This is an optimization exercise on Yosys and OpenROAD, whose aim is small area, not a production implementation. Function was checked by simulation only, so behaviour that the tests miss may differ from the original. Power and IR drop assume default switching activity.

==> flow/design.v <==
module piece_move_ctl #(
   parameter bit CANCEL_ON_SRC = 1'b1
) (
   input  logic       clk,
   input  logic       rst_n,
   input  logic [5:0] mouse_position,
   input  logic       pick_piece,
   input  logic       place_piece,
   input  logic [5:0] draw_square,
   output logic [3:0] draw_piece,
   output logic       held_valid,
   output logic [3:0] held_piece,
   output logic       move_valid,
   output logic [5:0] move_src,
   output logic [5:0] move_dst,
   output logic [3:0] move_captured,
   input  logic       move_ready,
   input  logic       rx_move_valid,
   input  logic [5:0] rx_src,
   input  logic [5:0] rx_dst,
   output logic       rx_move_ready,
   output logic       turn
);
   localparam logic [2:0] S_IDLE   = 3'd0;
   localparam logic [2:0] S_PICK   = 3'd1;
   localparam logic [2:0] S_HOLD   = 3'd2;
   localparam logic [2:0] S_PLACE  = 3'd3;
   localparam logic [2:0] S_REPORT = 3'd4;
   logic [2:0] r_state;
   logic [2:0] w_state_nxt;
   logic       r_valid;
   logic [3:0] w_sq [64];      
   logic [255:0] w_board;      
   logic [5:0] r_src;
   logic [5:0] r_dst;
   logic [2:0] r_piece;
   logic [3:0] r_draw_piece;
   logic       r_turn;
   logic       w_idle, w_hold, w_place;
   logic       w_rx_fire;
   logic       w_we;
   logic [5:0] w_src_addr;
   logic [5:0] w_dst_addr;
   logic [5:0] w_rd_addr;
   logic [3:0] w_rd;
   logic [3:0] w_draw_rd;
   logic       w_pick_fire;
   logic       w_cancel;
   logic       w_own;
   logic       w_place_go;
   function automatic logic [3:0] start_code(input logic [5:0] sq);
      logic [2:0] back_type;
      case (sq[2:0])
         3'd0, 3'd7: back_type = 3'd4;
         3'd1, 3'd6: back_type = 3'd2;
         3'd2, 3'd5: back_type = 3'd3;
         3'd3:       back_type = 3'd5;
         default:    back_type = 3'd6;
      endcase
      case (sq[5:3])
         3'd0:    start_code = {1'b1, back_type};
         3'd1:    start_code = 4'h9;
         3'd6:    start_code = 4'h1;
         3'd7:    start_code = {1'b0, back_type};
         default: start_code = 4'h0;
      endcase
   endfunction
   for (genvar i = 0; i < 64; i++) begin : g_board
      assign w_board[4*i +: 4] = w_sq[i];
   end
   assign w_idle    = (r_state == S_IDLE);
   assign w_hold    = (r_state == S_HOLD);
   assign w_place   = (r_state == S_PLACE);
   assign w_rx_fire = w_idle && rx_move_valid;
   assign w_we      = w_rx_fire || w_place;
   assign w_src_addr = w_idle ? rx_src : r_src;
   assign w_dst_addr = w_idle ? rx_dst : r_dst;
   assign w_rd_addr  = w_we ? w_src_addr : mouse_position;
   logic [7:0] w_rd_row, w_rd_col, w_dst_col, w_src_row_we, w_dst_row_we;
   for (genvar k = 0; k < 8; k++) begin : g_dec
      assign w_rd_row[k]     = (w_rd_addr[5:3] == 3'(k));
      assign w_rd_col[k]     = (w_rd_addr[2:0] == 3'(k));
      assign w_src_row_we[k] = w_we && (w_rd_addr[5:3] == 3'(k));
      assign w_dst_row_we[k] = w_we && (w_dst_addr[5:3] == 3'(k));
      assign w_dst_col[k]    = (w_dst_addr[2:0] == 3'(k));
   end
   logic [3:0] w_rd_raw, w_draw_raw;
   piece_move_rd_port u_rd_port (
      .board(w_board), .row(w_rd_row), .col(w_rd_col), .q(w_rd_raw)
   );
   assign w_rd = r_valid ? w_rd_raw : start_code(w_rd_addr);
   piece_move_draw_port u_draw_port (
      .board(w_board), .square(draw_square), .q(w_draw_raw)
   );
   assign w_draw_rd = r_valid ? w_draw_raw : start_code(draw_square);
   assign w_own         = (w_rd != 4'h0) && (w_rd[3] == r_turn);
   assign w_pick_fire   = w_idle && !rx_move_valid && pick_piece && w_own;
   assign w_cancel      = CANCEL_ON_SRC && (mouse_position == r_src);
   assign w_place_go    = w_hold && place_piece && !w_cancel && !w_own;
   always_ff @(posedge clk or negedge rst_n) begin
      if (!rst_n)
         r_turn <= 1'b0;
      else if (w_we)
         r_turn <= ~r_turn;
   end
   always_ff @(posedge clk or negedge rst_n) begin
      if (!rst_n)
         r_state <= S_IDLE;
      else
         r_state <= w_state_nxt;
   end
   always_comb begin
      w_state_nxt = r_state;
      case (r_state)
         S_IDLE:   if (w_pick_fire) w_state_nxt = S_PICK;
         S_PICK:   w_state_nxt = S_HOLD;
         S_HOLD: begin
            if (place_piece) begin
               if (w_cancel)
                  w_state_nxt = S_IDLE;
               else if (!w_own)
                  w_state_nxt = S_PLACE;
            end
         end
         S_PLACE:  w_state_nxt = S_REPORT;
         S_REPORT: if (move_ready) w_state_nxt = S_IDLE;
         default:  w_state_nxt = S_IDLE;
      endcase
   end
   always_ff @(posedge clk or negedge rst_n) begin
      if (!rst_n)
         r_valid <= 1'b0;
      else
         r_valid <= 1'b1;
   end
   for (genvar i = 0; i < 64; i++) begin : g_sq
      piece_move_sq #(
         .START(start_code(6'(i)))
      ) u_sq (
         .clk(clk),
         .dst_row(w_dst_row_we[i/8]), .dst_col(w_dst_col[i%8]),
         .src_row(w_src_row_we[i/8]), .src_col(w_rd_col[i%8]),
         .valid(r_valid), .d(w_rd), .q(w_sq[i])
      );
   end
   always_ff @(posedge clk or negedge rst_n) begin
      if (!rst_n)
         r_draw_piece <= 4'h0;
      else
         r_draw_piece <= w_draw_rd;
   end
   always_ff @(posedge clk) begin
      if (w_idle)
         r_src <= mouse_position;
      if (w_hold)
         r_dst <= mouse_position;
      if (w_pick_fire || w_place_go)
         r_piece <= w_rd[2:0];
   end
   assign draw_piece    = r_draw_piece;
   assign held_valid    = w_hold;
   assign held_piece    = {r_turn && (r_piece != 3'd0), r_piece};
   assign move_valid    = (r_state == S_REPORT);
   assign move_src      = r_src;
   assign move_dst      = r_dst;
   assign move_captured = {r_turn && (r_piece != 3'd0), r_piece};
   assign rx_move_ready = w_idle;
   assign turn          = r_turn;
endmodule
module piece_move_sq #(
   parameter logic [3:0] START = 4'h0
) (
   input  logic       clk,
   input  logic       dst_row,
   input  logic       dst_col,
   input  logic       src_row,
   input  logic       src_col,
   input  logic       valid,
   input  logic [3:0] d,
   output logic [3:0] q
);
   logic set, clr, keep, init;
   assign set  = dst_row && dst_col;
   assign clr  = src_row && src_col;
   assign keep = !set && !clr && valid;
   assign init = !set && !clr && !valid;
   always_ff @(posedge clk)
      q <= (d & {4{set}}) | (q & {4{keep}}) | (START & {4{init}});
endmodule
module piece_move_rd_port (
   input  logic [255:0] board,
   input  logic [7:0]   row,
   input  logic [7:0]   col,
   output logic [3:0]   q
);
   logic [3:0] v [8];
   always_comb begin
      q = 4'h0;
      for (int r = 0; r < 8; r++) begin
         v[r] = 4'h0;
         for (int c = 0; c < 8; c++)
            v[r] = v[r] | (board[4*(r*8+c) +: 4] & {4{col[c]}});
         q = q | (v[r] & {4{row[r]}});
      end
   end
endmodule
module piece_move_draw_port (
   input  logic [255:0] board,
   input  logic [5:0]   square,
   output logic [3:0]   q
);
   logic [3:0]  hi;
   logic [15:0] lo;
   logic [3:0]  v [4];
   for (genvar k = 0; k < 4; k++) begin : g_hi
      assign hi[k] = (square[5:4] == 2'(k));
   end
   for (genvar k = 0; k < 16; k++) begin : g_lo
      assign lo[k] = (square[3:0] == 4'(k));
   end
   always_comb begin
      q = 4'h0;
      for (int g = 0; g < 4; g++) begin
         v[g] = 4'h0;
         for (int k = 0; k < 16; k++)
            v[g] = v[g] | (board[4*(g*16+k) +: 4] & {4{lo[k]}});
         q = q | (v[g] & {4{hi[g]}});
      end
   end
endmodule
==> flow/flow/run.sh <==
#!/bin/bash
# Own flow: the standard layout (standard.sh) with these changes:
#  * synthesis: the standard synthesis script, with only the ABC mapping
#    script replaced by an area-oriented one (flow/area.abc). Registers are
#    mapped before ABC runs, so they keep the standard synthesis's names and
#    cell types;
#  * port buffers: every input and output port still gets a buffer, of the
#    smallest buffer cell;
#  * clock tree: no dummy loads, clkbuf_8 buffers, small sink clusters;
#  * the repairs after placement and after global routing buffer nets with
#    buffers of at most buf_2 (flow/small_buffers.tcl).
# Each tool's output goes to its own log in this folder (and ORFS's logs).
set -euo pipefail
W=$PWD
sed "s#@ABC_SCRIPT@#$W/flow/area.abc#" flow/synth.tcl > $W/own_synth.tcl
sed "s#SYNTH_SCRIPT=[^ ]*#SYNTH_SCRIPT=$W/own_synth.tcl#" standard.sh > $W/own_standard.sh
export BUFFER_PORTS_ARGS="-buffer_cell sky130_fd_sc_hd__buf_1"
export PRE_RESIZE_TCL=$W/flow/small_buffers.tcl
export PRE_GLOBAL_ROUTE_TCL=$W/flow/small_buffers.tcl
export CTS_ARGS="-sink_clustering_enable -repair_clock_nets -dont_use_dummy_load -buf_list sky130_fd_sc_hd__clkbuf_8 -sink_clustering_size 15 -sink_clustering_max_diameter 80"
bash $W/own_standard.sh synth > $W/synth.log 2>&1
bash $W/own_standard.sh floorplan > $W/floorplan.log 2>&1
bash $W/own_standard.sh place > $W/place.log 2>&1
bash $W/own_standard.sh cts > $W/cts.log 2>&1
bash $W/own_standard.sh route > $W/route.log 2>&1
bash $W/own_standard.sh finish > $W/finish.log 2>&1
==> flow/flow/area.abc <==
strash
dc2
dch -f
&get -n
&nf -R 1000
&put
strash
dch -f
&get -n
&nf -R 1000
&put
==> flow/flow/small_buffers.tcl <==
# Sourced before the placement and global-route repairs: buffer high-fanout
# and long nets with small buffers (up to buf_2) instead of the large ones.
set_dont_use [list \
  sky130_fd_sc_hd__buf_4 sky130_fd_sc_hd__buf_6 sky130_fd_sc_hd__buf_8 sky130_fd_sc_hd__buf_12 \
  sky130_fd_sc_hd__buf_16 sky130_fd_sc_hd__bufbuf_8 sky130_fd_sc_hd__bufbuf_16 \
  sky130_fd_sc_hd__bufinv_8 sky130_fd_sc_hd__bufinv_16 \
  sky130_fd_sc_hd__clkbuf_4 sky130_fd_sc_hd__clkbuf_8 sky130_fd_sc_hd__clkbuf_16]
==> flow/flow/synth.tcl <==
proc synth {args} { yosys synth -nofsm -noshare {*}$args }
proc abc {args} {
  set i [lsearch -exact $args -script]
  if {$i >= 0} { lset args [expr {$i + 1}] {@ABC_SCRIPT@} }
  yosys abc {*}$args
}
source $::env(SCRIPTS_DIR)/synth.tcl
# left out here: clear keep_hierarchy, flatten, clean up, hide names made inside functions, write 1_2_yosys.v
==> flow/standard.sh <==
#!/bin/bash
# synth_recipe.tcl (not shown) runs the flow's synth.tcl, then flattens the netlist and writes it again
# the make line also repeats each setting of config.mk as NAME=value (left out here)
make -C /OpenROAD-flow-scripts/flow DESIGN_CONFIG=/design/flow/config.mk WORK_HOME=/design/flow/orfs CLKGATE_MAP_FILE= SYNTH_SCRIPT=/design/flow/synth_recipe.tcl "${@:-finish}"
==> flow/config.mk <==
export PLATFORM = sky130hd
export DESIGN_NAME = piece_move_ctl
export DESIGN_NICKNAME = piece_move_ctl
export VERILOG_FILES = /design/flow/design.v
export SDC_FILE = /design/flow/constraint.sdc
export NUM_CORES = 4
export LEC_CHECK = 0
export CAP_MARGIN = 5
export CORE_MARGIN = 2
export CORE_UTILIZATION = 40
export GPL_TIMING_DRIVEN = 0
export PLACE_DENSITY = 0.5
export SETUP_SLACK_MARGIN = 0.2
export SLEW_MARGIN = 5
==> flow/constraint.sdc <==
create_clock -name core_clock -period 7.0 [get_ports {clk}]
set_input_delay 1.4000 -clock core_clock [delete_from_list [all_inputs] [get_ports {clk}]]
set_output_delay 1.4000 -clock core_clock [all_outputs]
set_load 0.01 [all_outputs]
==> impl_metrics.py, run 1 <==
metrics = {
    "status": {
        "outcome": "timing/DRC/antenna clean",
    },
    "global_route": {
        "grt_usage": 0.337,
        "grt_pass1_wl_um": 83900,
        "grt_pass1_vias": 12300,
        "grt_max_degree": 71,
        "antenna_found_initial": 0,
        "overflow": 0,
    },
    "sta": {
        "slew_headroom": 0.250,
        "finClkSkew_ps": 38.5,
        "drv_slew": 0,
        "rsz0062_at_grt": "no",
        "fin_hold_ws_ps": 511,
        "setup_viol": 0,
        "worst_pin_slew_ps": 1120,
        "fin_crit_sh": 0.918,
        "hold_violations": 0,
        "period_minus_slack_ps": 6430,
        "clock.fmax_ghz": 0.156,
    },
    "yosys": {
        "yosysWarnings": 19,
        "synth-edff-count": 15,
        "synth_common_cells": "dfxtp_1 (256), a22o_1 (206), a22oi_1 (161)",
        "ys_ff_latch": 280,
        "synth_top_area_share": 0.405,
        "synth_nets": 1343,
        "yosysMostFrequentCell": "dfxtp_1",
        "syn_area_um2": 12700,
        "synth.area.top_cells": "dfxtp_1 (40%), a22o_1 (14%), a22oi_1 (9.5%)",
        "postSynth.asyncResetShare": 0.0321,
        "synth.largest_area_cell": "dfxtp_1",
        "syn_avg_cell_area_um2": 9.66,
        "ys_seq_area_frac": 0.458,
        "synth_cell_types": 45,
        "synthFlopType": "dfxtp_1",
        "syn_inst": 1311,
    },
    "placement": {
        "placed_area_um2": 13700,
        "place_hpwl_um": 39400,
        "placedCellCount": 1805,
        "io_buffers": 57,
        "place.gp.congestion": 0.930,
    },
    "route": {
        "routedWlPerCell_um": 31.2,
        "drt_iter0_markers": 1741,
        "post-route-drc-count": 0,
        "dr.pass1.iters": 6,
        "ant_nets": 0,
        "drt-vias-per-instance": 7.13,
        "drt_wl_total_um": 57100,
        "num_vias": 13100,
    },
    "worst_setup_path": {
        "reg2reg_to": "r_state[1]",
        "cp_max_fo": 38,
        "max_stage_delay_ps": 650,
        "endpoint_kind": "flip-flop",
        "critPathKind": "in2reg",
        "r2r_slack_ps": 630,
        "critPathLaunchType": "input port",
        "path_cells": "buf_1, a21oi_1, o21ai_0, clkinv_1, ha_1, and2_2, buf_2, a22o_1, a221oi_1, nand3_1, a22oi_1, nand4_1, a22o_4, buf_4, nor2_1, a211oi_1, a21oi_1, nor4bb_1, nand2b_1, o2111ai_1, mux2i_1",
        "crit_family": "compound AO/OA/AOI/OAI gates",
        "crit_top_cell": "a21oi_1",
        "path_buf_inv": 4,
        "r2r-start": "r_state[2]",
        "worstPathRequired_ps": 7480,
        "cp_slowest_cell": "buf_2",
        "crit_arrival_ps": 6910,
        "reg2reg_depth": 22,
    },
    "power_and_ir_drop": {
        "ir_worst_vdd_v": 0.000155,
        "p_leak_nw": 4.75,
        "power_mw": 4.64,
        "powerDensity_nw_per_um2": 330,
    },
    "floorplanning": {
        "row_count": 65,
        "dieHeight_um": 182,
        "ioPinCount": 58,
        "die_area_um2": 33100,
        "start_util": 0.403,
        "die_w_um": 182,
        "core_um2": 31400,
    },
    "cts": {
        "cts_hold_buf": 0,
        "cts_tree": "done",
        "htree_levels": 1,
        "cts.sinks": 280,
        "clockBufferDepth": 3,
        "clk_pin_slew_ps": 90,
        "cts-buffers-inserted": 23,
        "cts-root-buf": "clkbuf_8",
        "clk-insertion-delay-late_ps": 590,
    },
    "worst_hold_path": {
        "hold-path-endpoint": "g_sq[45].u_sq.q[0]",
        "hold_path_class": "reg2reg",
        "hold_depth": 1,
        "min-delay-start": "g_sq[45].u_sq.q[0]",
    },
    "finish": {
        "nFillCells": 3118,
        "n_antenna_cell": 0,
        "syn_to_final_growth_pct": 11.0,
        "final_area_um2": 14000,
        "instances_no_fill": 1834,
        "nNetsFinal": 1466,
        "drive_above_1_share": 0.0677,
        "fin_util": 0.447,
    },
    "run": {
        "maxCapViolations": 0,
    },
}
flip-flops by register name (all words and copies together) (netlist names):
signal and cells:
r_dst 6, r_piece 3, r_turn 1, r_draw_piece 4
r_valid 1, g_sq.u_sq.q 256, r_state 3, r_src 6
through the flow:
| step | setup slack [ps] | TNS (ps) |
|---|---|---|
| 2_1_floorplan | 510 | 0 |
| 3_3_place_gp | -3570 | -512450 |
| 3_5_place_dp | -327 | -2080 |
| 4_1_cts | 313 | 0 |
| 5_1_grt | 224 | 0 |
| 6_report | 571 | 0 |
per-layer routing:
layer	GRT usage	up-vias	wire, um
li1	-	5705	-
met1	0.458	6397	23800
met2	0.518	782	24700
met3	0.0676	197	5570
met4	0.148	0	3000
met5	0	-	0
where the power goes:
group | internal, mW | switching [mW] | total [mW]
Clock | 0.294 | 0.543 | 0.837
Combinational | 0.421 | 1.51 | 1.93
Sequential | 1.74 | 0.131 | 1.87
layout make-up:
cell class,count,area [um^2],share of cell area
timing repair buffer,97,415,0.0296
clock buffer,23,317,0.0225
buffer,4,30.0,0.00214
tap,402,503,0.0358
sequential,280,5800,0.413
multi-input combinational,1015,6930,0.493
inverter,13,55.1,0.00392
cells in the final DEF, fill, tap and decap left out, types with 10 or more instances in the layout:
master	n
o31ai_1	22
nor2_1	92
a32o_1	36
a22oi_1	161
buf_2	35
and2_0	14
buf_1	60
nand2b_1	10
clkinv_1	11
a211oi_1	33
edfxtp_1	15
nand3_1	43
a221oi_1	40
mux2i_1	13
nand4_1	34
dfxtp_1	256
o21ai_0	79
a222oi_1	16
a22o_1	205
clkbuf_8	23
a21oi_1	39
nand2_1	108
nor2_2	10
worst reg2reg max path, cell delays in order, from the launching register on:
cell,delay [ps]
dfrtp_1,490
clkinv_1,150
and3_1,240
a21oi_1,470
o21ai_0,300
clkinv_1,120
ha_1,180
and2_2,500
buf_2,650
a22o_1,220
a221oi_1,50
nand3_1,230
a22oi_1,110
nand4_1,120
a22o_4,420
buf_4,590
nor2_1,120
a211oi_1,250
a21oi_1,110
nor4bb_1,480
nand2b_1,170
o2111ai_1,130
mux2i_1,140
worst max path at each step:
stage	depth (start not counted)	start	slack, ps	end
after global routing	21	rx_move_valid	220	r_state[1]
after global placement	15	r_state[0]	-3570	r_state[1]
after detailed placement	19	rx_move_valid	-330	r_state[1]
after CTS	16	r_state[2]	310	g_sq[42].u_sq.q[0]
final	21	rx_move_valid	570	r_state[1]
after floorplan	16	rx_move_valid	510	r_state[1]
what timing repair did:
action,4_1_cts,5_1_grt
gates cloned,1,0
setup buffers,0,4
pin swaps,1,1
resized for setup,2,2
setup endpoints to repair,39,38
kinds of logic after synthesis:
family,share of synthesized area
DFF,0.458
buffers and inverters,0.00623
and+or+nand+nor,0.123
adders and majority gates,0.00198
other,0.000296
xor gates and xnor gates,0.00138
muxes,0.0121
AOI/OAI and AO/OA,0.397
==> run 2, diff against run 1 <==
--- a/flow/config.mk
+++ b/flow/config.mk
@@ -7,8 +7,8 @@
 export LEC_CHECK = 0
 export CAP_MARGIN = 5
 export CORE_MARGIN = 2
-export CORE_UTILIZATION = 40
+export CORE_UTILIZATION = 50
 export GPL_TIMING_DRIVEN = 0
-export PLACE_DENSITY = 0.5
+export PLACE_DENSITY = 0.6
 export SETUP_SLACK_MARGIN = 0.2
 export SLEW_MARGIN = 5
==> impl_metrics.py, run 2 <==
metrics = {
    "floorplanning": {
        "ioPinCount": 58,
        "core_um2": 25000,
        "start_util": 0.506,
        "dieHeight_um": 163,
        "die_area_um2": 26600,
        "die_w_um": 163,
        "row_count": 58,
    },
    "yosys": {
        "synthFlopType": "dfxtp_1",
        "synth_nets": 1343,
        "synth_cell_types": 45,
        "synth.area.top_cells": "dfxtp_1 (40%), a22o_1 (14%), a22oi_1 (9.5%)",
        "yosysMostFrequentCell": "dfxtp_1",
        "postSynth.asyncResetShare": 0.0321,
        "synth.largest_area_cell": "dfxtp_1",
        "syn_avg_cell_area_um2": 9.66,
        "ys_ff_latch": 280,
        "synth_top_area_share": 0.405,
        "synth-edff-count": 15,
        "syn_inst": 1311,
        "yosysWarnings": 19,
        "ys_seq_area_frac": 0.458,
        "synth_common_cells": "dfxtp_1 (256), a22o_1 (206), a22oi_1 (161)",
        "syn_area_um2": 12700,
    },
    "placement": {
        "pre_cts_slack_ps": -192,
        "io_buffers": 57,
        "placed_area_um2": 13600,
        "place_hpwl_um": 36600,
        "place.gp.congestion": 0.946,
    },
    "sta": {
        "period_minus_slack_ps": 6320,
        "rsz0062_at_grt": "no",
        "setup_viol": 0,
        "setup_tns_ps": 0,
        "slew_headroom": 0.249,
        "clock.fmax_ghz": 0.158,
        "hold_violations": 0,
        "drv_slew": 0,
        "fin_ws_ps": 680,
        "fin_crit_sh": 0.903,
        "fin_hold_ws_ps": 517,
        "finClkSkew_ps": 46.6,
        "worst_pin_slew_ps": 1130,
    },
    "power_and_ir_drop": {
        "switchingPower_mw": 2.12,
        "ir_worst_vdd_v": 0.000182,
        "powerDensity_nw_per_um2": 328,
        "clkPwrFrac": 0.178,
        "intPower_mw": 2.45,
        "p_leak_nw": 4.74,
        "comb_power_share": 0.413,
        "switching_share": 0.465,
        "seq_power_share": 0.409,
    },
    "finish": {
        "nNetsFinal": 1464,
        "top_regs": "g_sq.u_sq.q x256, r_dst x6, r_src x6",
        "largest_register_ffs": 256,
        "mostFrequentLayoutCells": "dfxtp_1 (256), a22o_1 (205), a22oi_1 (161)",
        "syn_to_final_growth_pct": 10.1,
        "layout_commonest_cell": "dfxtp_1",
        "regMostFlops": "g_sq.u_sq.q",
        "drive_above_1_share": 0.0671,
        "final_area_um2": 13900,
    },
    "cts": {
        "htree_levels": 1,
        "cts_hold_buf": 0,
        "clk-insertion-delay-late_ps": 600,
        "clockBufferDepth": 3,
        "cts_tree": "done",
        "cts-root-buf": "clkbuf_8",
        "clk_pin_slew_ps": 100,
        "cts.sinks": 280,
        "cts-buffers-inserted": 22,
    },
    "worst_setup_path": {
        "critPathLaunchType": "input port",
        "reg2reg_to": "r_state[1]",
        "worstPathRequired_ps": 7480,
        "endpoint": "r_state[1]",
        "reg2reg_depth": 23,
        "endpoint_kind": "flip-flop",
        "r2r-start": "r_state[2]",
        "critPathKind": "in2reg",
        "crit_start": "rx_move_valid",
        "cp_max_fo": 21,
        "crit_arrival_ps": 6800,
        "r2r_slack_ps": 730,
    },
    "global_route": {
        "grt_usage": 0.393,
        "grt_pass1_vias": 12200,
        "grt_pass1_wl_um": 79600,
        "overflow": 0,
        "antenna_found_initial": 3,
        "grt_max_degree": 48,
    },
    "run": {
        "maxCapViolations": 0,
    },
    "route": {
        "num_vias": 13200,
        "drt_iter0_markers": 2046,
        "post-route-drc-count": 0,
        "drt-vias-per-instance": 7.49,
        "dr.pass1.iters": 10,
        "drt_wl_total_um": 53200,
        "routedWlPerCell_um": 30.2,
        "ant_nets": 0,
    },
    "status": {
        "outcome": "timing/DRC/antenna clean",
    },
    "worst_hold_path": {
        "hold_path_class": "reg2reg",
    },
}
-- run 2: cell counts after synthesis --
No cell type changed its count.
-- run 2: power by group through the flow --
stage	logic (mW)	clock network (mW)	registers (mW)
6_report	1.89	0.812	1.87
3_5_place_dp	1.78	0	1.89
3_3_place_gp	1.73	0	1.90
4_1_cts	1.79	0.817	1.86
5_1_grt	1.96	0.863	1.88
2_1_floorplan	1.00	0	1.87
-- run 2: metrics by stage --
stage	util	cells	total power [mW]
2_1_floorplan	-	1311	2.87
3_5_place_dp	0.543	1731	3.67
5_1_grt	0.557	1760	4.70
3_3_place_gp	0.532	1698	3.62
6_report	0.557	1761	4.57
4_1_cts	0.555	1754	4.47
-- run 2: layout make-up --
| cell class | count | area (um^2) |
|---|---|---|
| inverter | 13 | 55.1 |
| clock buffer | 22 | 303 |
| antenna | 1 | 2.50 |
| multi-input combinational | 1015 | 6930 |
| buffer | 4 | 30.0 |
| sequential | 280 | 5800 |
| tap | 330 | 413 |
| timing repair buffer | 96 | 407 |
| fill | 2333 | 11100 |
-- run 2: worst max-delay path: stages --
cell       delay [ps]
buf_1             110
a21oi_1           410
o21ai_0           280
clkinv_1          110
ha_1              180
and2_2            510
buf_2             550
a22o_1            200
a221oi_1           50
nand3_1           240
a22oi_1           140
a41o_1            280
o31ai_4           170
buf_2             440
buf_2             390
nor2_1             70
a211oi_1          240
a21oi_1           110
nor4bb_1          440
nand2b_1          170
o2111ai_1         130
mux2i_1           150
-- run 2: kinds of logic after synthesis --
family | count (synthesis) | synth area share
simple gates | 344 | 0.123
flops | 280 | 0.458
xor+xnor | 2 | 0.00138
fa+ha+maj | 2 | 0.00198
mux | 15 | 0.0121
buf+inv | 17 | 0.00623
compound gates | 650 | 0.397
other cells | 1 | 0.000296
-- run 2: worst min path at each step --
stage	start	end	cells past startpoint
floorplan	g_sq[7].u_sq.q[1]	g_sq[7].u_sq.q[1]	2
global placement	g_sq[7].u_sq.q[1]	g_sq[7].u_sq.q[1]	2
detailed placement	g_sq[51].u_sq.q[1]	g_sq[51].u_sq.q[1]	1
CTS	g_sq[45].u_sq.q[0]	g_sq[45].u_sq.q[0]	1
global route	g_sq[31].u_sq.q[1]	g_sq[31].u_sq.q[1]	1
finish	g_sq[31].u_sq.q[1]	g_sq[31].u_sq.q[1]	1
-- run 2: layer usage --
| layer | part of all wire | vias up | track usage |
|---|---|---|---|
| met5 | 0.00019 | - | 0 |
| met4 | 0.054 | 2 | 0.179 |
| met3 | 0.11 | 212 | 0.0950 |
| met2 | 0.44 | 931 | 0.599 |
| met1 | 0.40 | 6358 | 0.529 |
| li1 | - | 5683 | - |
-- run 2: timing repair --
action	in CTS	in global routing
gates cloned	1	0
gates resized for setup	1	2
pin swaps	1	1
buffers inserted	0	6
setup endpoints to repair	27	4
==> run 3, diff against run 2 <==
--- a/flow/config.mk
+++ b/flow/config.mk
@@ -5,10 +5,10 @@
 export SDC_FILE = /design/flow/constraint.sdc
 export NUM_CORES = 4
 export LEC_CHECK = 0
-export CAP_MARGIN = 5
+export CAP_MARGIN = 10
 export CORE_MARGIN = 2
 export CORE_UTILIZATION = 50
 export GPL_TIMING_DRIVEN = 0
 export PLACE_DENSITY = 0.6
 export SETUP_SLACK_MARGIN = 0.2
-export SLEW_MARGIN = 5
+export SLEW_MARGIN = 10
==> impl_metrics.py, run 3 <==
metrics = {
    "floorplanning": {
        "row_count": 58,
        "start_util": 0.506,
        "core_um2": 25000,
        "dieHeight_um": 163,
        "die_area_um2": 26600,
        "die_w_um": 163,
        "ioPinCount": 58,
    },
    "sta": {
        "drv_slew": 0,
        "fin_crit_sh": 0.922,
        "period_minus_slack_ps": 6460,
        "rsz0062_at_grt": "no",
        "setup_viol": 0,
        "clock.fmax_ghz": 0.155,
        "slew_headroom": 0.240,
        "finClkSkew_ps": 41.5,
        "hold_violations": 0,
        "worst_pin_slew_ps": 1140,
    },
    "power_and_ir_drop": {
        "p_leak_nw": 4.73,
        "power_mw": 4.56,
        "clkPwrFrac": 0.179,
        "switching_share": 0.466,
        "switchingPower_mw": 2.12,
        "powerDensity_nw_per_um2": 328,
        "ir_worst_vdd_v": 0.000213,
        "intPower_mw": 2.44,
        "seq_power_share": 0.410,
        "comb_power_share": 0.411,
    },
    "worst_setup_path": {
        "worstPathRequired_ps": 7460,
        "crit_arrival_ps": 6920,
        "critPathKind": "in2reg",
        "endpoint_kind": "flip-flop",
        "cp_max_fo": 21,
        "critPathLaunchType": "input port",
        "r2r_slack_ps": 590,
    },
    "finish": {
        "instances_no_fill": 1760,
        "mostFrequentLayoutCells": "dfxtp_1 (256), a22o_1 (205), a22oi_1 (161)",
        "largest_register_ffs": 256,
        "layout_commonest_cell": "dfxtp_1",
        "top_regs": "g_sq.u_sq.q x256, r_dst x6, r_src x6",
        "nNetsFinal": 1462,
        "drive_above_1_share": 0.0651,
        "fin_util": 0.556,
        "syn_to_final_growth_pct": 10.0,
        "regMostFlops": "g_sq.u_sq.q",
    },
    "yosys": {
        "syn_area_um2": 12700,
        "syn_inst": 1311,
        "yosysMostFrequentCell": "dfxtp_1",
        "yosysWarnings": 19,
        "synth_top_area_share": 0.405,
        "synthFlopType": "dfxtp_1",
        "synth.largest_area_cell": "dfxtp_1",
        "synth-edff-count": 15,
        "synth_cell_types": 45,
        "postSynth.asyncResetShare": 0.0321,
        "ys_seq_area_frac": 0.458,
        "syn_avg_cell_area_um2": 9.66,
        "synth_nets": 1343,
        "synth.area.top_cells": "dfxtp_1 (40%), a22o_1 (14%), a22oi_1 (9.5%)",
        "synth_common_cells": "dfxtp_1 (256), a22o_1 (206), a22oi_1 (161)",
        "ys_ff_latch": 280,
    },
    "worst_hold_path": {
        "hold_path_class": "reg2reg",
    },
    "global_route": {
        "overflow": 0,
        "antenna_found_initial": 3,
        "grt_pass1_vias": 12200,
        "grt_max_degree": 48,
        "grt_usage": 0.393,
        "grt_pass1_wl_um": 79400,
    },
    "route": {
        "routedWlPerCell_um": 30.3,
        "ant_nets": 0,
        "dr.pass1.iters": 7,
        "num_vias": 13200,
        "post-route-drc-count": 0,
        "drt_wl_total_um": 53400,
        "drt-vias-per-instance": 7.51,
        "drt_iter0_markers": 2081,
    },
    "cts": {
        "clockBufferDepth": 3,
        "htree_levels": 1,
        "clk_pin_slew_ps": 100,
        "cts.sinks": 280,
        "cts-buffers-inserted": 22,
        "cts_tree": "done",
        "clk-insertion-delay-late_ps": 600,
        "cts-root-buf": "clkbuf_8",
        "cts_hold_buf": 0,
    },
    "placement": {
        "place_hpwl_um": 36600,
        "io_buffers": 57,
        "placedCellCount": 1731,
        "place.gp.congestion": 0.946,
    },
    "run": {
        "maxCapViolations": 0,
    },
    "status": {
        "outcome": "timing/DRC/antenna clean",
    },
}
## run 3: cell count changes in the layout (fill, tap and decap cells not counted)
| cell | change |
|---|---|
| o21ai_1 | -1 |
| buf_2 | -3 |
| buf_1 | +1 |
| o21ai_0 | +1 |
| diode_2 | +1 |
## run 3: power by group through the flow
stage	Clock, mW	Sequential (mW)	Combinational (mW)
after floorplan	0	1.87	1.00
after global placement	0	1.90	1.73
after detailed placement	0	1.89	1.78
after CTS	0.823	1.86	1.79
after global routing	0.869	1.88	1.95
final	0.816	1.87	1.88
## run 3: critical path, stage by stage
cell	delay (ps)
buf_1	110
a21o_1	320
o21ai_0	670
and2_2	630
buf_2	560
a22o_1	210
a221oi_1	60
nand3_1	190
a22oi_1	110
a41o_1	290
o31ai_4	160
buf_2	440
buf_2	390
nor2_1	70
a211oi_1	240
a21oi_1	120
nor4bb_1	450
nand2b_1	170
o2111ai_1	130
mux2i_1	140
## run 3: cell type report
class                           instances  area (um^2)
Inverter                               13         55.1
Multi-Input combinational cell       1015         6930
Clock buffer                           22          303
Sequential cell                       280         5800
Fill cell                            2298        11100
Tap cell                              330          413
Timing Repair Buffer                   94          395
Buffer                                  4         30.0
Antenna cell                            2         5.00
## run 3: layer usage
metal	up-vias	part of all wire	routed length [um]	track usage
met5	-	0.00026	14	0
met4	2	0.046	2470	0.159
met3	201	0.11	5980	0.0957
met2	868	0.44	23400	0.608
met1	6453	0.40	21500	0.529
li1	5689	-	-	-
## run 3: through the flow
stage	hold WS (ps)	worst slack (ps)	TNS (ps)	instance area [um^2]
after floorplan	459	510	0	12700
after global placement	486	-3270	-432250	13300
after detailed placement	487	-207	-4280	13600
after CTS	519	512	0	13900
after global routing	531	254	0	13900
final	521	544	0	13900
## run 3: repair_timing
action                                  4_1_cts  5_1_grt
gates resized for setup                       1        1
endpoints found under the setup margin       28        4
pin swaps                                     1        1
gates cloned                                  1        0
setup buffers                                 0        4
## run 3: cell families (layout without fill, tap and decap cells)
logic type               Yosys count  in the layout  synth area share
AND/OR/NAND/NOR                  344            345             0.123
buffers and inverters             17            133           0.00623
multiplexers                      15             15            0.0121
other                              1              3          0.000296
AO/OA/AOI/OAI                    650            650             0.397
XOR/XNOR                           2              2           0.00138
adder cells (fa/ha/maj)            2              2           0.00198
flip-flops                       280            280             0.458
## run 3: path summary, 6_finish.rpt
path,start,end,depth (start not counted)
max,rx_move_valid,r_state[1],20
max in group asynchronous,rst_n,r_valid,1
min in group asynchronous,rst_n,r_draw_piece[1],1
max reg2reg,r_state[2],r_state[1],21
min reg2reg,g_sq[40].u_sq.q[2],g_sq[40].u_sq.q[2],1
min,g_sq[40].u_sq.q[2],g_sq[40].u_sq.q[2],1
==> run 4, diff against run 3 <==
--- a/flow/flow/run.sh
+++ b/flow/flow/run.sh
@@ -17,7 +17,7 @@
 export BUFFER_PORTS_ARGS="-buffer_cell sky130_fd_sc_hd__buf_1"
 export PRE_RESIZE_TCL=$W/flow/small_buffers.tcl
 export PRE_GLOBAL_ROUTE_TCL=$W/flow/small_buffers.tcl
-export CTS_ARGS="-sink_clustering_enable -repair_clock_nets -dont_use_dummy_load -buf_list sky130_fd_sc_hd__clkbuf_8 -sink_clustering_size 15 -sink_clustering_max_diameter 80"
+export CTS_ARGS="-sink_clustering_enable -repair_clock_nets -dont_use_dummy_load -buf_list sky130_fd_sc_hd__clkbuf_8 -sink_clustering_size 12 -sink_clustering_max_diameter 80"
 bash $W/own_standard.sh synth > $W/synth.log 2>&1
 bash $W/own_standard.sh floorplan > $W/floorplan.log 2>&1
 bash $W/own_standard.sh place > $W/place.log 2>&1
--- a/flow/config.mk
+++ b/flow/config.mk
@@ -7,8 +7,8 @@
 export LEC_CHECK = 0
 export CAP_MARGIN = 10
 export CORE_MARGIN = 2
-export CORE_UTILIZATION = 50
+export CORE_UTILIZATION = 40
 export GPL_TIMING_DRIVEN = 0
-export PLACE_DENSITY = 0.6
+export PLACE_DENSITY = 0.5
 export SETUP_SLACK_MARGIN = 0.2
 export SLEW_MARGIN = 10
==> impl_metrics.py, run 4 <==
metrics = {
    "worst_setup_path": {
        "critPathKind": "in2reg",
        "critPathLaunchType": "input port",
        "worstPathRequired_ps": 7490,
        "endpoint_kind": "flip-flop",
        "cp_max_fo": 34,
        "crit_arrival_ps": 7010,
        "r2r_slack_ps": 520,
    },
    "yosys": {
        "syn_avg_cell_area_um2": 9.66,
        "syn_inst": 1311,
        "synth_top_family_by_area": "compound AO/OA/AOI/OAI gates",
        "ys_ff_latch": 280,
        "synth-xor-area-share": 0.00138,
        "postSynth.asyncResetShare": 0.0321,
        "synthAdderAreaFrac": 0.00198,
        "yosysWarnings": 19,
        "syn_area_um2": 12700,
        "synth_top_area_share": 0.405,
        "synth_simple_gate_area_frac": 0.123,
        "synth_mux_area_frac": 0.0121,
        "synth_cell_types": 45,
        "synth-edff-count": 15,
        "yosysMostFrequentCell": "dfxtp_1",
        "synth-compound-area-share": 0.397,
        "synth.largest_area_cell": "dfxtp_1",
        "synth_common_cells": "dfxtp_1 (256), a22o_1 (206), a22oi_1 (161)",
        "synthFlopType": "dfxtp_1",
        "synth_nets": 1343,
        "synth.area.top_cells": "dfxtp_1 (40%), a22o_1 (14%), a22oi_1 (9.5%)",
        "ys_seq_area_frac": 0.458,
    },
    "route": {
        "post-route-drc-count": 0,
        "routedWlPerCell_um": 31.1,
        "drt_wl_total_um": 57100,
        "drt-vias-per-instance": 7.13,
        "num_vias": 13100,
        "dr.pass1.iters": 8,
        "ant_nets": 0,
        "drt_iter0_markers": 1941,
    },
    "power_and_ir_drop": {
        "ir_worst_vdd_v": 0.000156,
        "powerDensity_nw_per_um2": 334,
        "power_mw": 4.71,
        "p_leak_nw": 4.78,
    },
    "placement": {
        "place_hpwl_um": 39400,
        "io_buffers": 57,
        "placedCellCount": 1806,
        "place.gp.congestion": 0.930,
    },
    "floorplanning": {
        "core_um2": 31400,
        "row_count": 65,
        "start_util": 0.403,
        "dieHeight_um": 182,
        "ioPinCount": 58,
        "die_area_um2": 33100,
        "die_w_um": 182,
    },
    "global_route": {
        "use_met2": 0.534,
        "antenna_found_initial": 1,
        "grt_max_degree": 71,
        "overflow": 0,
        "met1_usage": 0.463,
        "grt_pass1_wl_um": 84600,
        "grt.busiest_layer": "met2",
        "grt_pass1_vias": 12400,
        "grt_usage": 0.339,
        "use_met3": 0.0602,
    },
    "sta": {
        "clock.fmax_ghz": 0.153,
        "period_minus_slack_ps": 6520,
        "worst_pin_slew_ps": 1270,
        "hold_violations": 0,
        "drv_slew": 0,
        "fin_crit_sh": 0.931,
        "slew_headroom": 0.152,
        "setup_tns_ps": 0,
        "fin_hold_ws_ps": 513,
        "finClkSkew_ps": 41.9,
        "rsz0062_at_grt": "no",
        "setup_viol": 0,
    },
    "finish": {
        "n_antenna_cell": 0,
        "nFillCells": 3108,
        "largest_register_ffs": 256,
        "drive_above_1_share": 0.0703,
        "layout_commonest_cell": "dfxtp_1",
        "nNetsFinal": 1470,
        "syn_to_final_growth_pct": 11.4,
        "mostFrequentLayoutCells": "dfxtp_1 (256), a22o_1 (205), a22oi_1 (161)",
        "instances_no_fill": 1838,
        "top_regs": "g_sq.u_sq.q x256, r_dst x6, r_src x6",
        "regMostFlops": "g_sq.u_sq.q",
    },
    "cts": {
        "cts-buffers-inserted": 27,
        "cts-root-buf": "clkbuf_8",
        "htree_levels": 1,
        "clk-insertion-delay-late_ps": 610,
        "clk_pin_slew_ps": 90,
        "cts_tree": "done",
        "clockBufferDepth": 3,
        "cts.sinks": 280,
    },
    "worst_hold_path": {
        "hold_path_class": "reg2reg",
    },
    "status": {
        "outcome": "timing/DRC/antenna clean",
    },
    "run": {
        "maxCapViolations": 0,
    },
}
==> run 4: kinds of logic after synthesis <==
kind of cell,count (synthesis)
compound gates,650
simple gates,344
xor+xnor,2
buf+inv,17
fa+ha+maj,2
mux,15
other cells,1
flops,280
==> run 4: critical path, cell delays in order <==
cell	delay (ps)
buf_1	110
a21oi_1	460
nand2_1	90
o21ai_0	170
clkinv_1	170
ha_1	250
and2_2	350
buf_2	400
a22o_1	260
a221oi_1	200
nand3_1	220
a22oi_1	280
nand4_1	120
nand2_1	940
clkinv_2	590
buf_2	580
a22o_1	330
==> run 4: repair_timing <==
| item | in CTS | in global routing |
|---|---|---|
| cloned | 1 | 0 |
| setup buffers | 0 | 3 |
| pin swaps | 1 | 1 |
| resized for setup | 2 | 1 |
| hold buffers | 0 | 0 |
| setup endpoints to repair | 39 | 38 |
==> run 4: layout make-up <==
class,count,area (um^2),share of cell area
multi-input cells,1015,6920,0.491
flip-flops and latches,280,5800,0.411
well taps,402,503,0.0357
repair buffers,97,417,0.0295
clock buffers,27,372,0.0264
inverters,13,55.1,0.00390
plain buffers,4,30.0,0.00213
==> run 4: final timing paths <==
check                                   from                 end  cells after the start
min in group asynchronous              rst_n     r_draw_piece[1]                      1
max                            rx_move_valid  g_sq[38].u_sq.q[0]                     17
min                        g_sq[7].u_sq.q[0]   g_sq[7].u_sq.q[0]                      2
max reg2reg                       r_state[2]  g_sq[38].u_sq.q[0]                     18
max in group asynchronous              rst_n             r_valid                      1
min reg2reg                g_sq[7].u_sq.q[0]   g_sq[7].u_sq.q[0]                      2
==> run 4: layer usage <==
metal	wire, um	share of wire
met3	5320	0.093
met2	25400	0.44
met5	0	0
met1	24100	0.42
met4	2300	0.040
==> run 4: power breakdown <==
group	total, mW	internal, mW	leakage [nW]	switching, mW
logic	1.93	0.419	2.27	1.51
registers	1.87	1.74	2.32	0.131
clock network	0.906	0.342	0.194	0.564
==> run 4: through the flow <==
step	util	setup slack, ps	area, um^2
final	0.449	484	14100
after global placement	0.427	-3570	13400
after CTS	0.449	296	14100
after global routing	0.449	203	14100
after detailed placement	0.436	-356	13700
after floorplan	-	510	12700

## static timing again, ports no longer ideal
Ports are ideal in the flow. The routed layouts listed here were re-timed in OpenROAD.
Step 1, drivers: a clkbuf_16 drives clk and a buf_2 each remaining input, both assumed.
Step 2 times the ports against the registers' clock, not the clock port: input delays grow and output delays shrink by t, the midpoint of the rising clock arrivals with the driver on.
Three values: no drivers, after step 1, after step 2; two values: the first two.
| run | t, ns | slack for setup (ns) | pins driven straight from the clock port |
|---|---|---|---|
| run 1 | 0.629 | 0.571 / 0.604 / -0.024 | 1 |
| run 2 | 0.629 | 0.680 / 0.706 / 0.077 | 1 |
| run 3 | 0.627 | 0.544 / 0.568 / -0.059 | 1 |
| run 4 | 0.645 | 0.484 / 0.516 / -0.129 | 1 |
With both steps, setup timing fails in run 1, run 3 and run 4, where it was met with ideal ports. For run 4, which loses most, drivers alone change the setup slack by +0.032 ns; drivers and shift together by -0.613 ns.
